What follows belongs to an exercise in optimizing a design on an open flow for small area; a production flow would make more cautious choices.
The RTL was checked by simulation tests, not by an equivalence proof against the original design.
Power is estimated from default activity; no workload was simulated.

===== flow/flow/fapol.py =====
#!/usr/bin/env python3
"""Inverter clean-up around full adders in a Yosys gate netlist (sky130hd).

A full adder is self-dual: FA(~a, ~b, ~c) = (~cout, ~sum). Each FA may therefore
be "flipped": fed the complements of its inputs, it gives the complements of its
outputs. The pass collapses every inverter into a polarity on the pin it feeds,
chooses which FAs to flip so that the fewest nets need an inverted copy, and
writes the netlist back with one inv_1 per net that needs one. Registers, ports
and every other cell are kept as they are; only inverters change and FA pins
are reconnected.

usage: fapol.py IN.v OUT.v
"""
import math
import random
import re
import sys

PFX = "sky130_fd_sc_hd__"
OUT_PINS = {"X", "Y", "Q", "Q_N", "SUM", "COUT", "HI", "LO"}
INV_RE = re.compile(r"^(inv|clkinv)_\d+$")
FA_IN = ("A", "B", "CIN")
FA_OUT = ("SUM", "COUT")


def is_inv(t):
    return bool(INV_RE.match(t))


def main(src, dst):
    text = open(src).read()
    mod_start = text.index("module ")
    inst_re = re.compile(r"((?:[ \t]*\(\*[^\n]*\*\)[ \t]*\n)*)[ \t]*" + PFX +
                         r"(\w+)\s+(\S+)\s*\((.*?)\);[ \t]*\n", re.S)
    matches = list(inst_re.finditer(text, mod_start))
    head = text[:matches[0].start()]
    tail = text[matches[-1].end():]
    for a, b in zip(matches, matches[1:]):
        if text[a.end():b.start()].strip():
            raise SystemExit("fapol: unexpected text between instances")
    if "assign" in head or "assign" in tail:
        raise SystemExit("fapol: assign statements not handled")

    ports_out = set()
    ports_in = set()
    for kind, rng, names in re.findall(r"^\s*(input|output|inout)\s*(\[[^\]]*\])?\s*([^;]+);", head, re.M):
        tgt = ports_out if kind != "input" else ports_in
        for n in names.split(","):
            n = n.strip()
            if rng:
                hi, lo = [int(v) for v in rng[1:-1].split(":")]
                for i in range(min(hi, lo), max(hi, lo) + 1):
                    tgt.add(f"{n}[{i}]")
            else:
                tgt.add(n)

    insts = []
    for m in matches:
        pins = {}
        for p, n in re.findall(r"\.(\w+)\(([^()]*)\)", m.group(4)):
            pins[p] = n.strip()
        insts.append([m.group(2), m.group(3), pins])

    drv = {}
    for i, (t, name, pins) in enumerate(insts):
        for p, n in pins.items():
            if p in OUT_PINS and n:
                if n in drv:
                    raise SystemExit("fapol: net with two drivers")
                drv[n] = (i, p)

    inv_idx = {i for i, c in enumerate(insts) if is_inv(c[0])}
    fa_idx = [i for i, c in enumerate(insts) if c[0].startswith("fa_")]

    def root(n):
        """(root net, parity) of net n through inverters."""
        k = 0
        seen = 0
        while n in drv and drv[n][0] in inv_idx:
            n = insts[drv[n][0]][2]["A"]
            k ^= 1
            seen += 1
            if seen > 100:
                raise SystemExit("fapol: inverter loop")
        return n, k

    # Loads: (inst, pin, root, parity); output ports are loads too.
    loads = {}
    for i, (t, name, pins) in enumerate(insts):
        if i in inv_idx:
            continue
        for p, n in pins.items():
            if p in OUT_PINS or not n or n.startswith("1'"):
                continue
            r, k = root(n)
            loads.setdefault(r, []).append((i, p, k))
    port_of = {}
    for o in ports_out:
        r, k = root(o)
        loads.setdefault(r, []).append((None, o, k))
        port_of.setdefault((r, k), []).append(o)
    for key, lst in port_of.items():
        if len(lst) > 1:
            raise SystemExit("fapol: two output ports on one signal")

    fa_set = set(fa_idx)
    flip = {i: 0 for i in fa_idx}

    def provided(r):
        d = drv.get(r)
        if d and d[0] in fa_set:
            return flip[d[0]]
        return 0

    def wanted(ld):
        i, p, k = ld
        if i in fa_set and p in FA_IN:
            return k ^ flip[i]
        return k

    def net_cost(r):
        pv = provided(r)
        return 1 if any(wanted(ld) != pv for ld in loads.get(r, [])) else 0

    roots = set(loads)
    for i in fa_idx:
        for p in FA_OUT:
            if insts[i][2].get(p):
                roots.add(insts[i][2][p])
    fa_roots = {}
    for i in fa_idx:
        rs = set()
        for p in FA_IN:
            n = insts[i][2][p]
            if n and not n.startswith("1'"):
                rs.add(root(n)[0])
        for p in FA_OUT:
            if insts[i][2].get(p):
                rs.add(insts[i][2][p])
        fa_roots[i] = rs

    # Output ports must stay driven by name; an FA that drives a port net
    # directly is not flipped.
    fixed = set()
    for i in fa_idx:
        for p in FA_OUT:
            n = insts[i][2].get(p)
            if n in ports_out:
                fixed.add(i)
    free = [i for i in fa_idx if i not in fixed]

    cost = {r: net_cost(r) for r in roots}
    total = sum(cost.values())
    start_total = total
    best = (total, dict(flip))
    rng = random.Random(1)
    temp = 1.0
    steps = 20000 if free else 0
    for s in range(steps):
        i = rng.choice(free)
        flip[i] ^= 1
        new = {r: net_cost(r) for r in fa_roots[i]}
        d = sum(new[r] - cost[r] for r in new)
        if d <= 0 or rng.random() < math.exp(-d / temp):
            cost.update(new)
            total += d
            if total < best[0]:
                best = (total, dict(flip))
        else:
            flip[i] ^= 1
        temp = max(0.02, 1.0 * (1 - s / steps))
    flip = best[1]

    # Rebuild: drop all inverters, give each root a true and (if needed) an
    # inverted physical net.
    names_used = set(drv) | set(n for c in insts for n in c[2].values())
    counter = [0]
    new_wires = []

    def fresh():
        while True:
            counter[0] += 1
            n = f"_fapol_{counter[0]}_"
            if n not in names_used:
                new_wires.append(n)
                names_used.add(n)
                return n

    # Original net names per (root, parity), used to keep names where possible.
    orig_name = {}
    for n in list(names_used):
        if not n or n.startswith("1'"):
            continue
        r, k = root(n)
        if (r, k) not in orig_name or n in ports_out:
            orig_name[(r, k)] = n
    for (r, k), lst in port_of.items():
        orig_name[(r, k)] = lst[0]

    phys = {}  # (root, value parity) -> net name

    def phys_net(r, k):
        if (r, k) in phys:
            return phys[(r, k)]
        n = orig_name.get((r, k))
        if n is None or n in phys.values():
            n = fresh()
        phys[(r, k)] = n
        return n

    out_insts = []
    added = 0
    for i, c in enumerate(insts):
        if i in inv_idx:
            continue
        out_insts.append(c)
    # driver outputs
    all_roots = set(loads)
    for r in all_roots | set(n for i in fa_idx for p in FA_OUT for n in [insts[i][2].get(p)] if n):
        pv = provided(r)
        d = drv.get(r)
        need = {wanted(ld) for ld in loads.get(r, [])}
        if d is None:
            # input port or constant: value parity 0 is the net itself
            if pv != 0:
                raise SystemExit("fapol: undriven root flipped")
            phys[(r, 0)] = r
        else:
            ti = phys_net(r, pv)
            insts[d[0]][2][d[1]] = ti
        if (pv ^ 1) in need:
            src = phys_net(r, pv)
            dst_n = phys_net(r, pv ^ 1)
            out_insts.append(["inv_1", f"_fapol_inv_{counter[0]}_{len(out_insts)}", {"A": src, "Y": dst_n}])
            added += 1
    for i, c in enumerate(insts):
        if i in inv_idx:
            continue
        for p, n in list(c[2].items()):
            if p in OUT_PINS or not n or n.startswith("1'"):
                continue
            r, k = root(n)
            w = k ^ (flip[i] if (i in fa_set and p in FA_IN) else 0)
            c[2][p] = phys_net(r, w)
    for o in ports_out:
        r, k = root(o)
        if phys.get((r, k)) != o:
            raise SystemExit(f"fapol: port {o} lost its name")

    def nt(n):
        return n + " " if n.startswith("\\") else n

    out = [head]
    for n in new_wires:
        out.append(f"  wire {n};\n")
    for c in out_insts:
        pins = ",\n".join(f"    .{p}({nt(n)})" for p, n in c[2].items())
        out.append(f"  {PFX}{c[0]} {nt(c[1])} (\n{pins}\n  );\n")
    out.append(tail)
    open(dst, "w").write("".join(out))
    sys.stderr.write(f"fapol: inverters {len(inv_idx)} -> {added} "
                     f"(net cost {start_total} -> {best[0]}, {sum(flip.values())} FAs flipped)\n")


if __name__ == "__main__":
    main(sys.argv[1], sys.argv[2])

===== flow/design.v =====
module snake_body_buf
#(
  parameter int MAX_LEN = 64
) (
  input  logic       clk,
  input  logic       reset,
  input  logic       init,        
  input  logic       mv,          
  input  logic [1:0] mv_dir,      
  input  logic [9:0] mv_head,     
  input  logic       mv_grow,
  input  logic [6:0] len,
  input  logic       scan_load,   
  input  logic       scan_step,   
  input  logic [5:0] scan_idx,
  output logic [9:0] scan_seg,    
  output logic [9:0] head_seg,
  input  logic [5:0] rd_idx,
  output logic [9:0] rd_seg,
  output logic       rd_valid
);
  function automatic logic [1:0] fa(input logic a, input logic b, input logic c);
    fa = {(a & b) | (c & (a ^ b)), a ^ b ^ c};
  endfunction
  function automatic logic [4:0] add5(input logic [4:0] a, input logic [4:0] b, input logic ci);
    logic [1:0] t;
    logic       c;
    c = ci;
    for (int k = 0; k < 5; k++) begin
      t       = fa(a[k], b[k], c);
      add5[k] = t[0];
      c       = t[1];
    end
  endfunction
  function automatic logic [4:0] incdec(input logic [4:0] x, input logic en, input logic dn);
    logic c;
    c = en;
    for (int k = 0; k < 5; k++) begin
      incdec[k] = x[k] ^ c;
      c         = c & (x[k] ^ dn);
    end
  endfunction
  function automatic logic [9:0] step(input logic [9:0] s, input logic [1:0] d, input logic fw);
    logic hz, dn;
    hz   = d[1] ~^ d[0];
    dn   = d[1] ^ fw;
    step = {incdec(s[9:5], ~hz, dn), incdec(s[4:0], hz, dn)};
  endfunction
  function automatic logic [2:0] pc7(input logic [6:0] v);
    logic [1:0] p, q, r, s;
    p   = fa(v[0], v[1], v[2]);
    q   = fa(v[3], v[4], v[5]);
    r   = fa(p[0], q[0], v[6]);
    s   = fa(p[1], q[1], r[1]);
    pc7 = {s, r[0]};
  endfunction
  function automatic logic [3:0] pc15(input logic [14:0] v);
    logic [2:0] p, q;
    logic [1:0] t;
    logic       c;
    p = pc7(v[6:0]);
    q = pc7(v[13:7]);
    c = v[14];
    for (int k = 0; k < 3; k++) begin
      t       = fa(p[k], q[k], c);
      pc15[k] = t[0];
      c       = t[1];
    end
    pc15[3] = c;
  endfunction
  function automatic logic [4:0] pc31(input logic [30:0] v);
    logic [3:0] p, q;
    logic [1:0] t;
    logic       c;
    p = pc15(v[14:0]);
    q = pc15(v[29:15]);
    c = v[30];
    for (int k = 0; k < 4; k++) begin
      t       = fa(p[k], q[k], c);
      pc31[k] = t[0];
      c       = t[1];
    end
    pc31[4] = c;
  endfunction
  logic [MAX_LEN-2:0][1:0] dir_q;
  logic [9:0]              cp0_q, cp1_q;
  logic [9:0]              walk_q;
  logic [9:0]              rd_seg_q;
  logic                    rd_valid_q;
  always_ff @(posedge clk) begin
    if (reset || init) begin
      dir_q[0] <= 2'b11;
      dir_q[1] <= 2'b11;
    end else if (mv) begin
      dir_q[0] <= mv_dir;
      dir_q[1] <= dir_q[0];
    end
  end
  genvar i;
  generate
    for (i = 2; i < MAX_LEN - 1; i++) begin : g_dir
      always_ff @(posedge clk) begin
        if (mv) dir_q[i] <= dir_q[i-1];
      end
    end
  endgenerate
  always_ff @(posedge clk) begin
    if (reset || init) cp0_q <= {5'd12, 5'd16};
    else if (mv)       cp0_q <= mv_head;
  end
  always_ff @(posedge clk) begin
    if (mv) begin
      if (mv_grow && len == 7'd32) cp1_q <= walk_q;
      else                         cp1_q <= step(cp1_q, dir_q[31], 1'b1);
    end
  end
  always_ff @(posedge clk) begin
    if (scan_load)      walk_q <= cp0_q;
    else if (scan_step) walk_q <= step(walk_q, dir_q[scan_idx], 1'b0);
  end
  assign scan_seg = walk_q;
  assign head_seg = cp0_q;
  logic [4:0]  rd_b;
  logic [9:0]  rd_cp;
  logic [30:0] rd_a, rd_c;
  logic [4:0]  na, nc;
  logic [9:0]  rd_seg_d;
  assign rd_b  = rd_idx[4:0];
  assign rd_cp = rd_idx[5] ? cp1_q : cp0_q;
  always_comb begin
    for (int g = 0; g < 31; g++) begin
      rd_a[g] = (5'(g) < rd_b) & (rd_idx[5] ? dir_q[32+g][1] : dir_q[g][1]);
      rd_c[g] = (5'(g) < rd_b) & (rd_idx[5] ? dir_q[32+g][0] : dir_q[g][0]);
    end
  end
  assign na = pc31(rd_a);
  assign nc = pc31(rd_c);
  assign rd_seg_d = {add5(add5(rd_cp[9:5], nc, 1'b0), ~na, 1'b1),
                     add5(add5(rd_cp[4:0], rd_b, 1'b0), ~add5(na, nc, 1'b0), 1'b1)};
  always_ff @(posedge clk) begin
    rd_seg_q <= rd_seg_d;
    if (reset) rd_valid_q <= 1'b0;
    else       rd_valid_q <= ({1'b0, rd_idx} < len);
  end
  assign rd_seg   = rd_seg_q;
  assign rd_valid = rd_valid_q;
endmodule
module snake_engine
#(
  parameter int GRID_W   = 32,
  parameter int GRID_H   = 24,
  parameter int MAX_LEN  = 64,
  parameter int INIT_LEN = 3
) (
  input  logic                       clk_100MHz,
  input  logic                       reset,
  input  logic                       game_tick,
  input  logic                       start,
  input  logic                       btn_up,
  input  logic                       btn_down,
  input  logic                       btn_left,
  input  logic                       btn_right,
  input  logic [4:0]                 food_x,
  input  logic [4:0]                 food_y,
  input  logic [$clog2(MAX_LEN)-1:0] seg_idx,
  output logic [4:0]                 seg_x,
  output logic [4:0]                 seg_y,
  output logic                       seg_valid,
  output logic [4:0]                 head_x,
  output logic [4:0]                 head_y,
  output logic [$clog2(MAX_LEN):0]   length,
  output logic                       ate,
  output logic                       running,
  output logic                       game_over,
  output logic [2:0]                 dbg_state
);
  localparam logic [1:0] DIR_UP    = 2'b01;
  localparam logic [1:0] DIR_DOWN  = 2'b10;
  localparam logic [1:0] DIR_LEFT  = 2'b00;
  localparam logic [1:0] DIR_RIGHT = 2'b11;
  localparam logic [2:0] ST_IDLE = 3'd0;
  localparam logic [2:0] ST_RUN  = 3'd1;
  localparam logic [2:0] ST_SCAN = 3'd2;
  localparam logic [2:0] ST_MOVE = 3'd3;
  localparam logic [2:0] ST_OVER = 3'd4;
  logic [2:0] state_q, state_d;
  logic [1:0] dir_q, dir_d;
  logic [1:0] last_dir_q, last_dir_d;
  logic [6:0] length_q, length_d;
  logic [5:0] scan_idx_q, scan_idx_d;
  logic       grow_q, grow_d;
  logic       ate_q, ate_d;
  logic       init, mv, scan_load, scan_step;
  logic [9:0] head_seg, scan_seg, rd_seg, cand;
  logic [1:0] step_dir;
  logic       hit_wall;
  logic       btn_valid;
  logic [1:0] btn_dir;
  logic [1:0] ref_dir;
  logic       in_run;
  snake_body_buf #(.MAX_LEN(MAX_LEN)) u_body (
    .clk      (clk_100MHz),
    .reset    (reset),
    .init     (init),
    .mv       (mv),
    .mv_dir   (last_dir_q),
    .mv_head  (cand),
    .mv_grow  (grow_q),
    .len      (length_q),
    .scan_load(scan_load),
    .scan_step(scan_step),
    .scan_idx (scan_idx_q),
    .scan_seg (scan_seg),
    .head_seg (head_seg),
    .rd_idx   (seg_idx),
    .rd_seg   (rd_seg),
    .rd_valid (seg_valid)
  );
  always_comb begin
    btn_valid = 1'b1;
    btn_dir   = DIR_RIGHT;
    if (btn_up)         btn_dir = DIR_UP;
    else if (btn_down)  btn_dir = DIR_DOWN;
    else if (btn_left)  btn_dir = DIR_LEFT;
    else if (btn_right) btn_dir = DIR_RIGHT;
    else                btn_valid = 1'b0;
  end
  assign in_run   = (state_q == ST_RUN);
  assign step_dir = in_run ? dir_q : last_dir_q;
  always_comb begin
    cand = head_seg;
    if (step_dir[1] == step_dir[0]) cand[4:0] = step_dir[1] ? head_seg[4:0] + 5'd1 : head_seg[4:0] - 5'd1;
    else                            cand[9:5] = step_dir[1] ? head_seg[9:5] + 5'd1 : head_seg[9:5] - 5'd1;
  end
  always_comb begin
    case (dir_q)
      DIR_UP:   hit_wall = (head_seg[9:5] == 5'd0);
      DIR_DOWN: hit_wall = (head_seg[9:5] == 5'(GRID_H - 1));
      DIR_LEFT: hit_wall = (head_seg[4:0] == 5'd0);
      default:  hit_wall = (head_seg[4:0] == 5'(GRID_W - 1));
    endcase
  end
  assign ref_dir = game_tick ? dir_q : last_dir_q;
  always_comb begin
    state_d    = state_q;
    dir_d      = dir_q;
    last_dir_d = last_dir_q;
    length_d   = length_q;
    scan_idx_d = scan_idx_q;
    grow_d     = grow_q;
    ate_d      = 1'b0;
    init       = 1'b0;
    mv         = 1'b0;
    scan_load  = 1'b0;
    scan_step  = 1'b0;
    case (state_q)
      ST_IDLE, ST_OVER: begin
        if (start) begin
          init       = 1'b1;
          dir_d      = DIR_RIGHT;
          last_dir_d = DIR_RIGHT;
          length_d   = 7'(INIT_LEN);
          grow_d     = 1'b0;
          state_d    = ST_RUN;
        end
      end
      ST_RUN: begin
        if (btn_valid && (btn_dir != ~ref_dir)) dir_d = btn_dir;
        if (game_tick) begin
          last_dir_d = dir_q;
          if (hit_wall) begin
            state_d = ST_OVER;
          end else begin
            grow_d     = (cand == {food_y, food_x});
            scan_idx_d = '0;
            scan_load  = 1'b1;
            state_d    = ST_SCAN;
          end
        end
      end
      ST_SCAN: begin
        if (scan_seg == cand) state_d = ST_OVER;
        else if ({1'b0, scan_idx_q} == (grow_q ? length_q - 7'd1 : length_q - 7'd2)) state_d = ST_MOVE;
        else begin
          scan_idx_d = scan_idx_q + 6'd1;
          scan_step  = 1'b1;
        end
      end
      ST_MOVE: begin
        mv = 1'b1;
        if (grow_q) begin
          ate_d = 1'b1;
          if (length_q != 7'(MAX_LEN)) length_d = length_q + 7'd1;
        end
        state_d = ST_RUN;
      end
      default: state_d = ST_IDLE;
    endcase
  end
  always_ff @(posedge clk_100MHz) begin
    if (reset) begin
      state_q    <= ST_IDLE;
      dir_q      <= DIR_RIGHT;
      last_dir_q <= DIR_RIGHT;
      length_q   <= 7'(INIT_LEN);
      scan_idx_q <= '0;
      grow_q     <= 1'b0;
      ate_q      <= 1'b0;
    end else begin
      state_q    <= state_d;
      dir_q      <= dir_d;
      last_dir_q <= last_dir_d;
      length_q   <= length_d;
      scan_idx_q <= scan_idx_d;
      grow_q     <= grow_d;
      ate_q      <= ate_d;
    end
  end
  assign head_x    = head_seg[4:0];
  assign head_y    = head_seg[9:5];
  assign seg_x     = rd_seg[4:0];
  assign seg_y     = rd_seg[9:5];
  assign length    = length_q;
  assign ate       = ate_q;
  assign running   = (state_q == ST_RUN) || (state_q == ST_SCAN) || (state_q == ST_MOVE);
  assign game_over = (state_q == ST_OVER);
  assign dbg_state = state_q;
endmodule

===== flow/flow/run.sh =====
#!/bin/bash
# The standard layout with these changes:
#  - synthesis maps logic with an area-oriented ABC script (flow/abc_area.script:
#    amap instead of the delay-driven &nf with buffering and sizing); everything
#    else in synthesis, registers included, is the standard script unchanged;
#  - after synthesis, flow/fapol.py removes inverters around the full adders by
#    flipping adders to their dual form (registers and ports untouched);
#  - port buffers are buf_1;
#  - the clock tree uses clkbuf_8 buffers and no dummy balancing loads.
# Each tool's output goes to a log file in this folder (orfs_*.log, fapol.log)
# besides ORFS's own per-step logs under orfs/logs.
set -euo pipefail
W=$PWD
RES="$W/orfs/results/$FLOW_PLATFORM/snake_engine/base"
rm -rf "$W/scripts_area"
cp -r "$FLOW_HOME/scripts" "$W/scripts_area"
cp "$W/flow/abc_area.script" "$W/scripts_area/abc_speed.script"
ARGS=(
  "SCRIPTS_DIR=$W/scripts_area"
  "BUFFER_PORTS_ARGS=-buffer_cell sky130_fd_sc_hd__buf_1"
  "CTS_ARGS=-sink_clustering_enable -repair_clock_nets -dont_use_dummy_load -buf_list sky130_fd_sc_hd__clkbuf_8"
)
bash standard.sh "${ARGS[@]}" "$RES/1_2_yosys.v" > orfs_synth.log 2>&1
if python3 flow/fapol.py "$RES/1_2_yosys.v" "$W/fapol_out.v" > fapol.log 2>&1; then
  cp "$RES/1_2_yosys.v" "$W/yosys_before_fapol.v"
  cp "$W/fapol_out.v" "$RES/1_2_yosys.v"
fi
bash standard.sh "${ARGS[@]}" finish > orfs_make.log 2>&1

===== flow/flow/abc_area.script =====
strash
dch -f
amap
mfs2
strash
dch -f
amap
topo

===== flow/config.mk =====
export PLATFORM = sky130hd
export DESIGN_NAME = snake_engine
export DESIGN_NICKNAME = snake_engine
export VERILOG_FILES = /design/flow/design.v
export SDC_FILE = /design/flow/constraint.sdc
export NUM_CORES = 4
export LEC_CHECK = 0
export CAP_MARGIN = 20
export CORE_MARGIN = 2
export CORE_UTILIZATION = 40
export SLEW_MARGIN = 20

===== flow/constraint.sdc =====
create_clock -name core_clock -period 10.0 [get_ports {clk_100MHz}]
set_input_delay 2.0000 -clock core_clock [delete_from_list [all_inputs] [get_ports {clk_100MHz}]]
set_output_delay 2.0000 -clock core_clock [all_outputs]
set_load 0.01 [all_outputs]

===== flow/standard.sh =====
#!/bin/bash
# synth_recipe.tcl (not shown) runs the flow's synth.tcl, then flattens the netlist and writes it again
# the make line also repeats each setting of config.mk as NAME=value (left out here)
make -C /OpenROAD-flow-scripts/flow DESIGN_CONFIG=/design/flow/config.mk WORK_HOME=/design/flow/orfs CLKGATE_MAP_FILE= SYNTH_SCRIPT=/design/flow/synth_recipe.tcl "${@:-finish}"

==> results of run 1 <==
==> critical path: stages <==
cell and delay (ns):
buf_1 0.37, nand2_1 0.29, inv_1 0.16, nor2_1 0.08
o21ai_0 0.41, o221a_1 0.29, fa_1 0.44, fa_1 0.42
fa_1 0.56, fa_1 0.46, fa_1 0.61, inv_1 0.08
fa_1 0.43, fa_1 0.39, fa_1 0.47, fa_1 0.42
nor2_1 0.11, a21oi_1 0.06, nor2_1 0.12, a21oi_1 0.05
==> per-layer routing <==
| layer | wire (um) | share of wire |
|---|---|---|
| met1 | 13300 | 0.43 |
| met2 | 14200 | 0.46 |
| met3 | 2440 | 0.080 |
| met4 | 686 | 0.022 |
| met5 | 0 | 0 |
==> how the worst min path moves through the flow <==
stage,slack (ns),cells past startpoint,from,endpoint
detailed placement,0.44,0,u_body.dir_q[5],u_body.dir_q[7]
global placement,0.44,0,u_body.dir_q[5],u_body.dir_q[7]
floorplan,0.41,0,u_body.dir_q[3],u_body.dir_q[5]
CTS,0.47,0,u_body.dir_q[5],u_body.dir_q[7]
finish,0.47,0,u_body.dir_q[65],u_body.dir_q[67]
global route,0.48,0,u_body.dir_q[5],u_body.dir_q[7]
==> sequential cells by signal, indices dropped and copies added (netlist names) <==
signal	cells
scan_idx_q	6
u_body.rd_seg_q	10
last_dir_q	2
u_body.dir_q	126
u_body.walk_q	10
length_q	7
dir_q	2
ate_q	1
u_body.rd_valid_q	1
grow_q	1
u_body.cp1_q	10
state_q	3
u_body.cp0_q	10
==> power groups by stage <==
| stage | Sequential [uW] | Clock [uW] | Combinational (uW) |
|---|---|---|---|
| 2_1_floorplan | 1120 | 0 | 1840 |
| 3_3_place_gp | 1100 | 0 | 2580 |
| 3_5_place_dp | 1100 | 0 | 2620 |
| 4_1_cts | 1090 | 402 | 2630 |
| 5_1_grt | 1100 | 432 | 2980 |
| 6_report | 1090 | 390 | 2550 |
==> metrics by stage <==
step	total power, uW	setup slack, ns	instance area [um^2]
floorplan	2950	0.666	10900
global placement	3680	1.61	11700
detailed placement	3730	1.59	11700
CTS	4120	2.09	11900
global route	4510	1.82	11900
finish	4030	2.10	11900
==> layout make-up <==
type	instances	area, um^2
clock buffers	17	234
flip-flops and latches	189	5210
fillers	2567	15000
inverters	133	499
repair buffers	68	310
well taps	341	427
multi-input cells	663	5250
==> flow_summary.toml, run 1 <==
[status]
status = "complete, no violations"

[clock_tree]
cts_resized = 0
htree_levels = 4
root_buffer = "clkbuf_8"
cts.clk_slew.worst_paths_ns = 0.09
postCtsSetupBuffers = 0
holdBufCountCts = 0
clk_latency_ns = 0.49
cts_buffer_depth = 2
cts.sink_count = 189
cts_tree = "done"
cts_buffers = 17

[sta]
finalCritPeriodShare = 0.790
slew_headroom = 0.343
maxSlewViolCount = 0
rsz0062_at_grt = "no"
fin_skew_ns = 0.0504
min_period_ns = 7.90
fin_hold_ws_ns = 0.467
worst_pin_slew_ns = 0.986
fmax_ghz = 0.127
setup_viol = 0
timing.setup.tns_ns = 0
hold_viol = 0

[global_route]
grtUsageMet2 = 0.346
grt_pass1_vias = 8524
grt-ovfl-total = 0
grt_most_used_layer = "met2"
grt_pass1_wl_mm = 48.8
grt_use_met1 = 0.312
grt_util_met3 = 0.0443
track_usage = 0.222
grt_max_degree = 149
antenna_found_initial = 0

[hold_path]
hp-class = "reg -> reg"

[layout]
final_nets = 1187
area.growth.synth_to_final_pct = 8.99
final_cell_mix = "edfxtp_1, inv_1, nor2_1"
final-instance-count-excl-fill = 1411
final_util = 0.444
drive_above_1_share = 0.0308
final_common_cell = "edfxtp_1"
diodes = 0

[power]
power.clock.fraction = 0.097
leakage_uw = 0.00426
sw_frac_of_total = 0.454
switching_power_uw = 1830
power_per_cell_area_mw_per_mm2 = 338
p_int_uw = 2200
seqPwrFrac = 0.270
comb_power_share = 0.633
ir_drop_mv = 0.268

[detailed_routing]
ant_nets = 0
vias_per_cell = 6.26
drt_pre_antenna_iters = 5
wire_per_inst_um = 21.7
routed_wl_mm = 30.7
post-route-drc-count = 0
vias = 8832
drt_iter0_drc = 957

[synth]
ys.warnings.count = 2
synth.avg_cell_area_um2 = 11.1
synth_area_mm2 = 0.0109
syn-num-nets = 1100
synthCells = 985

[critical_path]
reg2regPathDepth = 19
end_kind = "flop"
r2r_setup_slack_ns = 4.14
worstPathMaxFanout = 8
cp-startpoint = "seg_idx[1]"
worstSetupPathType = "in -> reg"
worstPathRequired_ns = 10.34
timing.rr.start = "state_q[0]"
rr_endpoint = "scan_idx_q[0]"
crit_arrival_ns = 8.24
endpoint = "u_body.rd_seg_q[9]"
startpoint_type = "input pin"

[place]
dp_cells = 1394
gp_congestion = 0.893
place_hpwl_mm = 22.4
portBuffers = 57

[run]
drv_cap = 0

[floorplanning]
die_h_um = 169
rows = 60
dieArea_mm2 = 0.0287
die_x_um = 169
coreArea_mm2 = 0.0269
ioPinCount = 58
initial_core_util = 0.407
==> run 2, diff against run 1 <==
--- a/flow/flow/run.sh
+++ b/flow/flow/run.sh
@@ -18,7 +18,7 @@
 ARGS=(
   "SCRIPTS_DIR=$W/scripts_area"
   "BUFFER_PORTS_ARGS=-buffer_cell sky130_fd_sc_hd__buf_1"
-  "CTS_ARGS=-sink_clustering_enable -repair_clock_nets -dont_use_dummy_load -buf_list sky130_fd_sc_hd__clkbuf_8"
+  "CTS_ARGS=-sink_clustering_enable -repair_clock_nets -dont_use_dummy_load -buf_list sky130_fd_sc_hd__clkbuf_8 -sink_buffer_max_cap_derate 0.5"
 )
 bash standard.sh "${ARGS[@]}" "$RES/1_2_yosys.v" > orfs_synth.log 2>&1
 if python3 flow/fapol.py "$RES/1_2_yosys.v" "$W/fapol_out.v" > fapol.log 2>&1; then
==> flow_summary.toml, run 2 <==
[status]
status = "complete, no violations"

[clock_tree]
cts_resized = 0
postCtsSetupBuffers = 0
cts_buffers = 17
root_buffer = "clkbuf_8"
htree_levels = 4
clk_latency_ns = 0.49
cts.clk_slew.worst_paths_ns = 0.08
cts_tree = "done"
cts_buffer_depth = 2
holdBufCountCts = 0
cts.sink_count = 189

[sta]
fmax_ghz = 0.127
fin_skew_ns = 0.0405
hold_viol = 0
worst_pin_slew_ns = 0.989
finalCritPeriodShare = 0.787
timing.setup.tns_ns = 0
rsz0062_at_grt = "no"
slew_headroom = 0.340
maxSlewViolCount = 0
setup_viol = 0
min_period_ns = 7.87

[floorplanning]
coreArea_mm2 = 0.0269
dieArea_mm2 = 0.0287
die_h_um = 169
die_x_um = 169
rows = 60
initial_core_util = 0.407
ioPinCount = 58

[synth]
ys.warnings.count = 2
synth.avg_cell_area_um2 = 11.1
syn-num-nets = 1100
synth_area_mm2 = 0.0109
synthCells = 985

[global_route]
grt_most_used_layer = "met2"
antenna_found_initial = 1
grt_util_met3 = 0.0340
grt_use_met1 = 0.314
grtUsageMet2 = 0.354
grt_pass1_wl_mm = 48.7
track_usage = 0.222
grt_max_degree = 81
grt_pass1_vias = 8345
grt-ovfl-total = 0

[layout]
drive_above_1_share = 0.0317
top_register = "u_body.dir_q"
fillers = 2607
final_util = 0.444
seqCellArea_mm2 = 0.00521
final_nets = 1188
largest_reg_flops = 126
area.growth.synth_to_final_pct = 8.97
final_cell_mix = "edfxtp_1, inv_1, nor2_1"
multi_input_area_mm2 = 0.00525
final_common_cell = "edfxtp_1"

[run]
drv_cap = 0

[critical_path]
crit_arrival_ns = 8.22
reg2regPathDepth = 19
worstSetupPathType = "in -> reg"
timing.rr.start = "state_q[0]"
end_kind = "flop"
r2r_setup_slack_ns = 4.25
rr_endpoint = "scan_idx_q[0]"
worstPathMaxFanout = 8
startpoint_type = "input pin"
worstPathRequired_ns = 10.35

[place]
place_hpwl_mm = 22.5
gp_congestion = 0.911
portBuffers = 57

[hold_path]
min_path_cells = 0
hold_start = "u_body.dir_q[5]"
hold_end = "u_body.dir_q[7]"
hp-class = "reg -> reg"

[detailed_routing]
routed_wl_mm = 31.0
drt_iter0_drc = 952
vias = 8825
wire_per_inst_um = 21.9
drt_pre_antenna_iters = 5
vias_per_cell = 6.25
post-route-drc-count = 0
ant_nets = 0

[power]
leakage_uw = 0.00426
power_per_cell_area_mw_per_mm2 = 341
ir_drop_mv = 0.417
run 2: metal layers:
layer,up-vias,share of wire
li1,4029,-
met2,424,0.47
met1,4311,0.43
met5,-,0
met4,0,0.024
met3,61,0.069
run 2: final cells by class:
type / instances / area share
Antenna cell: 1 / 0.000210
Clock buffer: 17 / 0.0196
Inverter: 133 / 0.0419
Multi-Input combinational cell: 663 / 0.440
Sequential cell: 189 / 0.437
Tap cell: 341 / 0.0358
Timing Repair Buffer: 69 / 0.0256
run 2: how the worst max path moves through the flow:
stage / depth (start not counted) / slack [ns] / start / to
after floorplan: 11 / 0.67 / state_q[1] / length_q[6]
after global placement: 20 / 1.71 / seg_idx[1] / u_body.rd_seg_q[9]
after detailed placement: 20 / 1.64 / seg_idx[1] / u_body.rd_seg_q[9]
after CTS: 20 / 2.14 / seg_idx[1] / u_body.rd_seg_q[9]
after global routing: 20 / 1.81 / seg_idx[4] / u_body.rd_seg_q[9]
final: 20 / 2.13 / seg_idx[1] / u_body.rd_seg_q[9]
run 2: through the flow:
| stage | setup slack [ns] | hold slack [ns] | total power (uW) | instance area (um^2) | instances |
|---|---|---|---|---|---|
| after floorplan | 0.666 | 0.408 | 2950 | 10900 | 985 |
| after global placement | 1.71 | 0.433 | 3650 | 11700 | 1395 |
| after detailed placement | 1.64 | 0.437 | 3740 | 11700 | 1395 |
| after CTS | 2.14 | 0.457 | 4140 | 11900 | 1412 |
| after global routing | 1.81 | 0.463 | 4540 | 11900 | 1413 |
| final | 2.13 | 0.459 | 4070 | 11900 | 1413 |
run 2: where the power goes:
group	switching (uW)	internal [uW]	total [uW]
logic	1530	1050	2580
clock network	250	151	400
registers	73.2	1010	1090
total	1860	2210	4070
run 2: critical path, cell delays in order:
cell and delay [ns]:
buf_1 0.38, nand2_1 0.30, inv_1 0.18, nor2_1 0.08, o21ai_0 0.37, o221a_1 0.29
fa_1 0.42, fa_1 0.44, fa_1 0.54, fa_1 0.46, fa_1 0.62, inv_1 0.08
fa_1 0.43, fa_1 0.47, fa_1 0.42, fa_1 0.40, nor2_1 0.11, a21oi_1 0.06
nor2_1 0.11, a21oi_1 0.05
==> run 3, diff against run 2 <==
--- a/flow/flow/run.sh
+++ b/flow/flow/run.sh
@@ -6,7 +6,8 @@
 #  - after synthesis, flow/fapol.py removes inverters around the full adders by
 #    flipping adders to their dual form (registers and ports untouched);
 #  - port buffers are buf_1;
-#  - the clock tree uses clkbuf_8 buffers and no dummy balancing loads.
+#  - the clock tree uses clkbuf_8 buffers, sized with a 0.5 max-cap derate
+#    for clock-pin slew margin, and no dummy balancing loads.
 # Each tool's output goes to a log file in this folder (orfs_*.log, fapol.log)
 # besides ORFS's own per-step logs under orfs/logs.
 set -euo pipefail
==> flow_summary.toml, run 3 <==
[status]
status = "complete, no violations"

[sta]
fin_ws_ns = 2.06
rsz0062_at_grt = "no"
maxSlewViolCount = 0
setup_viol = 0
worst_pin_slew_ns = 1.08
timing.setup.tns_ns = 0
fin_skew_ns = 0.0425
min_period_ns = 7.94
finalCritPeriodShare = 0.794
slew_headroom = 0.283
hold_viol = 0
fmax_ghz = 0.126
fin_hold_ws_ns = 0.458

[layout]
area.growth.synth_to_final_pct = 8.94
diodes = 0
largest_reg_flops = 126
final_common_cell = "edfxtp_1"
drive_above_1_share = 0.0317
final_cell_mix = "edfxtp_1, inv_1, nor2_1"
top_register = "u_body.dir_q"
fillers = 2572
final_nets = 1188

[floorplanning]
initial_core_util = 0.407
rows = 60
die_h_um = 169
ioPinCount = 58
die_x_um = 169
dieArea_mm2 = 0.0287
coreArea_mm2 = 0.0269

[power]
power_per_cell_area_mw_per_mm2 = 339
leakage_uw = 0.00426
ir_drop_mv = 0.323

[global_route]
grt-ovfl-total = 0
antenna_found_initial = 0
grt_max_degree = 76
grt_pass1_vias = 8427
track_usage = 0.219
grt_pass1_wl_mm = 48.1

[clock_tree]
postCtsSetupBuffers = 0
cts_buffer_depth = 2
clk_latency_ns = 0.48
cts_buffers = 17
cts_resized = 0
cts_tree = "done"
holdBufCountCts = 0
cts.clk_slew.worst_paths_ns = 0.11
cts.sink_count = 189
htree_levels = 4
root_buffer = "clkbuf_8"

[detailed_routing]
routed_wl_mm = 30.9
vias_per_cell = 6.23
dr_wl_met2_mm = 14.7
wl_met1_mm = 13.2
drt_iter0_drc = 879
vias = 8795
top_layer_used = "met4"
wire_per_inst_um = 21.9
route.met3.wl_mm = 2.23
ant_nets = 0
drt_pre_antenna_iters = 6
post-route-drc-count = 0

[hold_path]
hold_start = "u_body.dir_q[3]"
hold_end = "u_body.dir_q[5]"
min_path_cells = 0
hp-class = "reg -> reg"

[critical_path]
r2r_setup_slack_ns = 4.21
crit_arrival_ns = 8.27
worstPathMaxFanout = 8
timing.rr.start = "u_body.dir_q[0]"
worstPathRequired_ns = 10.33
end_kind = "flop"
worstSetupPathType = "in -> reg"
reg2regPathDepth = 18
startpoint_type = "input pin"
rr_endpoint = "u_body.rd_seg_q[9]"

[synth]
ys.warnings.count = 2
synth_area_mm2 = 0.0109
syn-num-nets = 1100
synth.avg_cell_area_um2 = 11.1
synthCells = 985

[run]
drv_cap = 0

[place]
portBuffers = 57
place_hpwl_mm = 22.7
dp_slack_ns = 1.64
gp_congestion = 0.893
==> run 3: cell types whose count changed in the layout (fill, tap and decap cells not counted) <==
cell / delta
diode_2: -1
==> run 3: critical path, stage by stage <==
cell and delay, ns:
buf_1 0.38, nand2_1 0.29, inv_1 0.17, nor2_1 0.08
o21ai_0 0.42, o221a_1 0.30, fa_1 0.44, fa_1 0.57
fa_1 0.46, fa_1 0.45, fa_1 0.56, inv_1 0.09
fa_1 0.43, fa_1 0.40, fa_1 0.47, fa_1 0.42
nor2_1 0.12, a21oi_1 0.06, nor2_1 0.11, a21oi_1 0.05
==> run 3: stage by stage <==
stage,cell area (um^2),cells,util,power [uW]
detailed placement,11700,1395,0.435,3730
floorplan,10900,985,-,2950
global route,11900,1412,0.443,4490
global placement,11700,1395,0.435,3690
finish,11900,1412,0.443,4040
CTS,11900,1412,0.443,4110
==> run 3: routing by layer <==
layer,vias to the layer above,track usage
met4,0,0.0780
met1,4304,0.299
li1,4034,-
met2,405,0.351
met3,52,0.0424
met5,-,0
==> run 3: power by group <==
part           internal [uW]  total (uW)  switching (uW)
registers               1010        1090            74.4
clock network            151         392             242
logic                   1040        2560            1520
==> run 3: worst max path at each step <==
stage,depth (start not counted),start,end,slack (ns)
after detailed placement,20,seg_idx[1],u_body.rd_seg_q[9],1.64
after CTS,20,seg_idx[1],u_body.rd_seg_q[9],2.10
final,20,seg_idx[1],u_body.rd_seg_q[9],2.06
after global routing,20,seg_idx[4],u_body.rd_seg_q[9],1.82
after global placement,20,seg_idx[1],u_body.rd_seg_q[9],1.70
after floorplan,11,state_q[1],length_q[6],0.67
==> run 3: area by class of cell <==
cell class	instances	area, um^2	share of cell area
timing repair buffer	69	305	0.0256
sequential	189	5210	0.437
tap	341	427	0.0358
multi-input combinational	663	5250	0.440
inverter	133	499	0.0419
clock buffer	17	234	0.0196
==> run 4, diff against run 3 <==
--- a/flow/design.v
+++ b/flow/design.v
@@ -108,15 +108,17 @@
     if (reset || init) cp0_q <= {5'd12, 5'd16};
     else if (mv)       cp0_q <= mv_head;
   end
+  logic [9:0] stp;
+  assign stp = step(mv ? cp1_q : walk_q, mv ? dir_q[31] : dir_q[scan_idx], mv);
   always_ff @(posedge clk) begin
     if (mv) begin
       if (mv_grow && len == 7'd32) cp1_q <= walk_q;
-      else                         cp1_q <= step(cp1_q, dir_q[31], 1'b1);
+      else                         cp1_q <= stp;
     end
   end
   always_ff @(posedge clk) begin
     if (scan_load)      walk_q <= cp0_q;
-    else if (scan_step) walk_q <= step(walk_q, dir_q[scan_idx], 1'b0);
+    else if (scan_step) walk_q <= stp;
   end
   assign scan_seg = walk_q;
   assign head_seg = cp0_q;
--- a/flow/config.mk
+++ b/flow/config.mk
@@ -7,5 +7,5 @@
 export LEC_CHECK = 0
 export CAP_MARGIN = 20
 export CORE_MARGIN = 2
-export CORE_UTILIZATION = 40
+export CORE_UTILIZATION = 55
 export SLEW_MARGIN = 20
==> flow_summary.toml, run 4 <==
[status]
status = "complete, no violations"

[clock_tree]
cts_buffers = 17
cts.sink_count = 189
htree_levels = 4
cts.clk_slew.worst_paths_ns = 0.10
cts_buffer_depth = 2
holdBufCountCts = 0
cts_resized = 0
root_buffer = "clkbuf_8"
cts_tree = "done"
clk_latency_ns = 0.48
postCtsSetupBuffers = 0

[synth]
synthCells = 994
syn-num-nets = 1109
ys.warnings.count = 2
synth.avg_cell_area_um2 = 10.9
synth_area_mm2 = 0.0108

[detailed_routing]
ant_nets = 0
vias = 8820
drt_pre_antenna_iters = 6
wire_per_inst_um = 23.2
post-route-drc-count = 0
drt_iter0_drc = 974
routed_wl_mm = 31.3
vias_per_cell = 6.53

[hold_path]
min_path_cells = 0
hp-class = "reg -> reg"

[layout]
diodes = 0
drive_above_1_share = 0.0359
final_cell_mix = "edfxtp_1, inv_1, nor2_1"
top_register = "u_body.dir_q"
area.growth.synth_to_final_pct = 8.51
final_area_mm2 = 0.0118
largest_reg_flops = 126
final_common_cell = "edfxtp_1"
final_nets = 1203

[global_route]
grt_pass1_vias = 8381
grt_max_degree = 83
track_usage = 0.313
grt-ovfl-total = 0
antenna_found_initial = 0
grt_pass1_wl_mm = 48.7

[power]
ir_drop_mv = 0.300
leakage_uw = 0.00423
power_per_cell_area_mw_per_mm2 = 292

[sta]
min_period_ns = 8.20
fin_hold_ws_ns = 0.450
finalCritPeriodShare = 0.820
fmax_ghz = 0.122
rsz0062_at_grt = "no"
fin_skew_ns = 0.0289
setup_viol = 0
timing.setup.tns_ns = 0
hold_viol = 0
slew_headroom = 0.342
worst_pin_slew_ns = 0.988
maxSlewViolCount = 0

[place]
gp_congestion = 0.902
place_area_mm2 = 0.0115
place_hpwl_mm = 22.7
portBuffers = 57

[floorplanning]
dieArea_mm2 = 0.0209
initial_core_util = 0.559
coreArea_mm2 = 0.0194
die_h_um = 144
ioPinCount = 58
rows = 51
die_x_um = 144

[critical_path]
reg2regPathDepth = 16
crit_arrival_ns = 8.56
startpoint_type = "input pin"
worstSetupPathType = "in -> reg"
end_kind = "flop"
worstPathRequired_ns = 10.36
worstPathMaxFanout = 15

[run]
drv_cap = 0
==> run 4: cell count changes in the layout (fill, tap and decap cells not counted), moves of 7 or more <==
cell      change
a221oi_1      -9
nand2_1      +24
o22ai_1      -12
a31oi_1       +7
o32ai_1      -12
o21ai_0      +10
o221ai_1     -14
==> run 4: worst max-delay path: stages <==
cell and delay (ns):
buf_1 0.56, inv_1 0.41, o21ai_0 0.29, a21oi_1 0.16, a21oi_1 0.22, o221a_1 0.29
fa_1 0.46, fa_1 0.52, fa_1 0.43, fa_1 0.47, fa_1 0.61, inv_1 0.08
fa_1 0.44, fa_1 0.47, fa_1 0.42, fa_1 0.39, nor2_1 0.11, a21oi_1 0.06
nor2_1 0.11, a21oi_1 0.05
==> run 4: routing by layer <==
layer / vias up / routed length [um] / GRT usage
li1: 4002 / - / -
met1: 4251 / 12900 / 0.428
met2: 487 / 14800 / 0.506
met3: 80 / 2580 / 0.0546
met4: 0 / 1000 / 0.109
met5: - / 0 / 0
==> run 4: area by class of cell <==
class	instances	area, um^2
clock buffer	17	234
fill	1666	7630
inverter	130	493
multi-input combinational	675	5160
sequential	189	5200
tap	265	332
timing repair buffer	75	350
==> run 4: metrics by stage <==
stage	cells	utilization	power [uW]	setup slack, ns
after global placement	1334	0.595	3020	1.46
after global routing	1351	0.607	3800	1.56
after detailed placement	1334	0.595	3090	1.40
final	1351	0.607	3430	1.80
after CTS	1351	0.607	3480	1.90
after floorplan	994	-	2500	1.89
==> run 4: report_power, final <==
group / switching (uW) / total, uW / internal [uW]
sequential: 41.3 / 1010 / 967
combinational: 1180 / 2030 / 851
clock: 244 / 394 / 151
==> run 4: final timing paths <==
check                                       from            endpoint  slack, ns
worst max-delay path                  seg_idx[4]  u_body.rd_seg_q[9]       1.80
worst min-delay path             u_body.dir_q[3]     u_body.dir_q[5]       0.45
worst max register to register  u_body.dir_q[10]  u_body.rd_seg_q[9]       4.35
worst min register to register   u_body.dir_q[3]     u_body.dir_q[5]       0.45
==> run 5, diff against run 4 <==
--- a/flow/config.mk
+++ b/flow/config.mk
@@ -7,5 +7,5 @@
 export LEC_CHECK = 0
 export CAP_MARGIN = 20
 export CORE_MARGIN = 2
-export CORE_UTILIZATION = 55
+export CORE_UTILIZATION = 40
 export SLEW_MARGIN = 20
==> flow_summary.toml, run 5 <==
[critical_path]
rr_endpoint = "u_body.rd_seg_q[9]"
end_kind = "flop"
crit_arrival_ns = 8.34
worstPathRequired_ns = 10.35
reg2regPathDepth = 16
timing.rr.start = "u_body.dir_q[74]"
r2r_setup_slack_ns = 4.24
startpoint_type = "input pin"
worstPathMaxFanout = 15
worstSetupPathType = "in -> reg"

[sta]
finalCritPeriodShare = 0.799
maxSlewViolCount = 0
timing.setup.tns_ns = 0
worst_pin_slew_ns = 0.890
min_period_ns = 7.99
slew_headroom = 0.406
fin_hold_ws_ns = 0.420
fmax_ghz = 0.125
setup_viol = 0
rsz0062_at_grt = "no"
hold_viol = 0
fin_skew_ns = 0.0463

[detailed_routing]
route.met3.wl_mm = 2.81
drt_pre_antenna_iters = 5
post-route-drc-count = 0
wl_met1_mm = 13.3
vias = 8760
routed_wl_mm = 31.2
wire_per_inst_um = 22.0
ant_nets = 0
drt_iter0_drc = 1043
dr_wl_met2_mm = 14.3
top_layer_used = "met4"
vias_per_cell = 6.16

[floorplanning]
rows = 60
die_h_um = 169
initial_core_util = 0.405
coreArea_mm2 = 0.0268
ioPinCount = 58
dieArea_mm2 = 0.0285
die_x_um = 169

[global_route]
grt_pass1_wl_mm = 48.9
antenna_found_initial = 0
grt_pass1_vias = 8429
grt-ovfl-total = 0
track_usage = 0.226
grt_max_degree = 98

[power]
leakage_uw = 0.00420
power_per_cell_area_mw_per_mm2 = 283
ir_drop_mv = 0.266

[place]
dp_cells = 1405
place_hpwl_mm = 22.7
portBuffers = 57
gp_congestion = 0.922

[layout]
largest_reg_flops = 126
final-instance-count-excl-fill = 1422
drive_above_1_share = 0.0315
top_register = "u_body.dir_q"
final_common_cell = "edfxtp_1"
area.growth.synth_to_final_pct = 9.05
final_nets = 1198
final_cell_mix = "edfxtp_1, inv_1, nor2_1"
diodes = 0

[synth]
syn-num-nets = 1109
ys.warnings.count = 2
synth.avg_cell_area_um2 = 10.9
synth_area_mm2 = 0.0108
synthCells = 994

[clock_tree]
cts_tree = "done"
postCtsSetupBuffers = 0
cts.clk_slew.worst_paths_ns = 0.10
root_buffer = "clkbuf_8"
holdBufCountCts = 0
clk_latency_ns = 0.49
cts_resized = 0
htree_levels = 4
cts.sink_count = 189
cts_buffers = 17
cts_buffer_depth = 2

[hold_path]
hold_start = "u_body.dir_q[75]"
hp-class = "reg -> reg"
min_path_cells = 0
hold_end = "u_body.dir_q[77]"

[status]
status = "complete, no violations"

[run]
drv_cap = 0
## run 5: where the power goes
group / switching [uW] / internal [uW] / total (uW)
sequential: 42.3 / 967 / 1010
clock: 245 / 151 / 396
combinational: 1130 / 819 / 1950
## run 5: worst max path at each step
stage | start | depth (start not counted) | end
after global routing | seg_idx[4] | 20 | u_body.rd_seg_q[9]
final | seg_idx[4] | 20 | u_body.rd_seg_q[9]
after detailed placement | seg_idx[4] | 20 | u_body.rd_seg_q[9]
after global placement | seg_idx[4] | 20 | u_body.rd_seg_q[9]
after CTS | seg_idx[4] | 20 | u_body.rd_seg_q[9]
after floorplan | seg_idx[5] | 17 | u_body.rd_seg_q[9]
## run 5: layout make-up
class / count / area, um^2
Sequential cell: 189 / 5200
Fill cell: 2545 / 15000
Multi-Input combinational cell: 675 / 5160
Timing Repair Buffer: 70 / 313
Tap cell: 341 / 427
Clock buffer: 17 / 234
Inverter: 130 / 493
## run 5: critical path, stage by stage
cell and delay (ns):
buf_1 0.47, inv_1 0.39, nor2_1 0.34, inv_1 0.15
a21oi_1 0.21, o221a_1 0.24, fa_1 0.44, fa_1 0.43
fa_1 0.52, fa_1 0.45, fa_1 0.58, inv_1 0.08
fa_1 0.43, fa_1 0.38, fa_1 0.46, fa_1 0.41
nor2_1 0.11, a21oi_1 0.06, nor2_1 0.12, a21oi_1 0.05
## run 5: per-stage QoR
step / total power [uW] / utilization / area, um^2 / setup slack, ns
5_1_grt: 3740 / 0.441 / 11800 / 1.65
3_5_place_dp: 3030 / 0.433 / 11600 / 1.56
2_1_floorplan: 2500 / - / 10800 / 1.89
6_report: 3350 / 0.441 / 11800 / 2.01
4_1_cts: 3420 / 0.441 / 11800 / 2.04
3_3_place_gp: 3010 / 0.433 / 11600 / 1.67
## run 5: per-layer routing
layer / GRT usage / vias to the layer above
met5: 0 / -
met4: 0.0765 / 0
met3: 0.0498 / 54
met2: 0.345 / 472
met1: 0.321 / 4259
li1: - / 3975

afterwards: timing with drivers on the ports:
Ports are ideal in the flow. The routed layouts listed here were re-timed in OpenROAD. Step 1: set_driving_cell puts a clkbuf_16 on clk_100MHz and a buf_2 on each other input, an assumption about the parent block. Step 2 moves the port delays by t, midway between the first and last clock arrival at a register: inputs arrive t later, outputs are due t later. That takes back most of the time a late clock gives input paths. a / b / c = ideal / step 1 / step 2; a / b = the first two.
| run | shift t [ns] | slack for setup (ns) | worst register clock-pin slew, ns | worst data-port slew with drivers (ns) |
|---|---|---|---|---|
| run 1 | 0.508 | 2.095 / 2.113 / 1.605 | 0.12 / 0.12 | 0.06 |
| run 2 | 0.521 | 2.134 / 2.158 / 1.637 | 0.11 / 0.11 | 0.08 |
| run 3 | 0.510 | 2.060 / 2.081 / 1.572 | 0.11 / 0.11 | 0.07 |
| run 4 | 0.515 | 1.798 / 1.815 / 1.300 | 0.10 / 0.10 | 0.03 |
| run 5 | 0.514 | 2.012 / 2.030 / 1.516 | 0.12 / 0.12 | 0.04 |
After both steps every run listed still meets setup and hold. For run 4, which loses most, drivers alone change the setup slack by +0.017 ns; drivers and shift together by -0.498 ns.
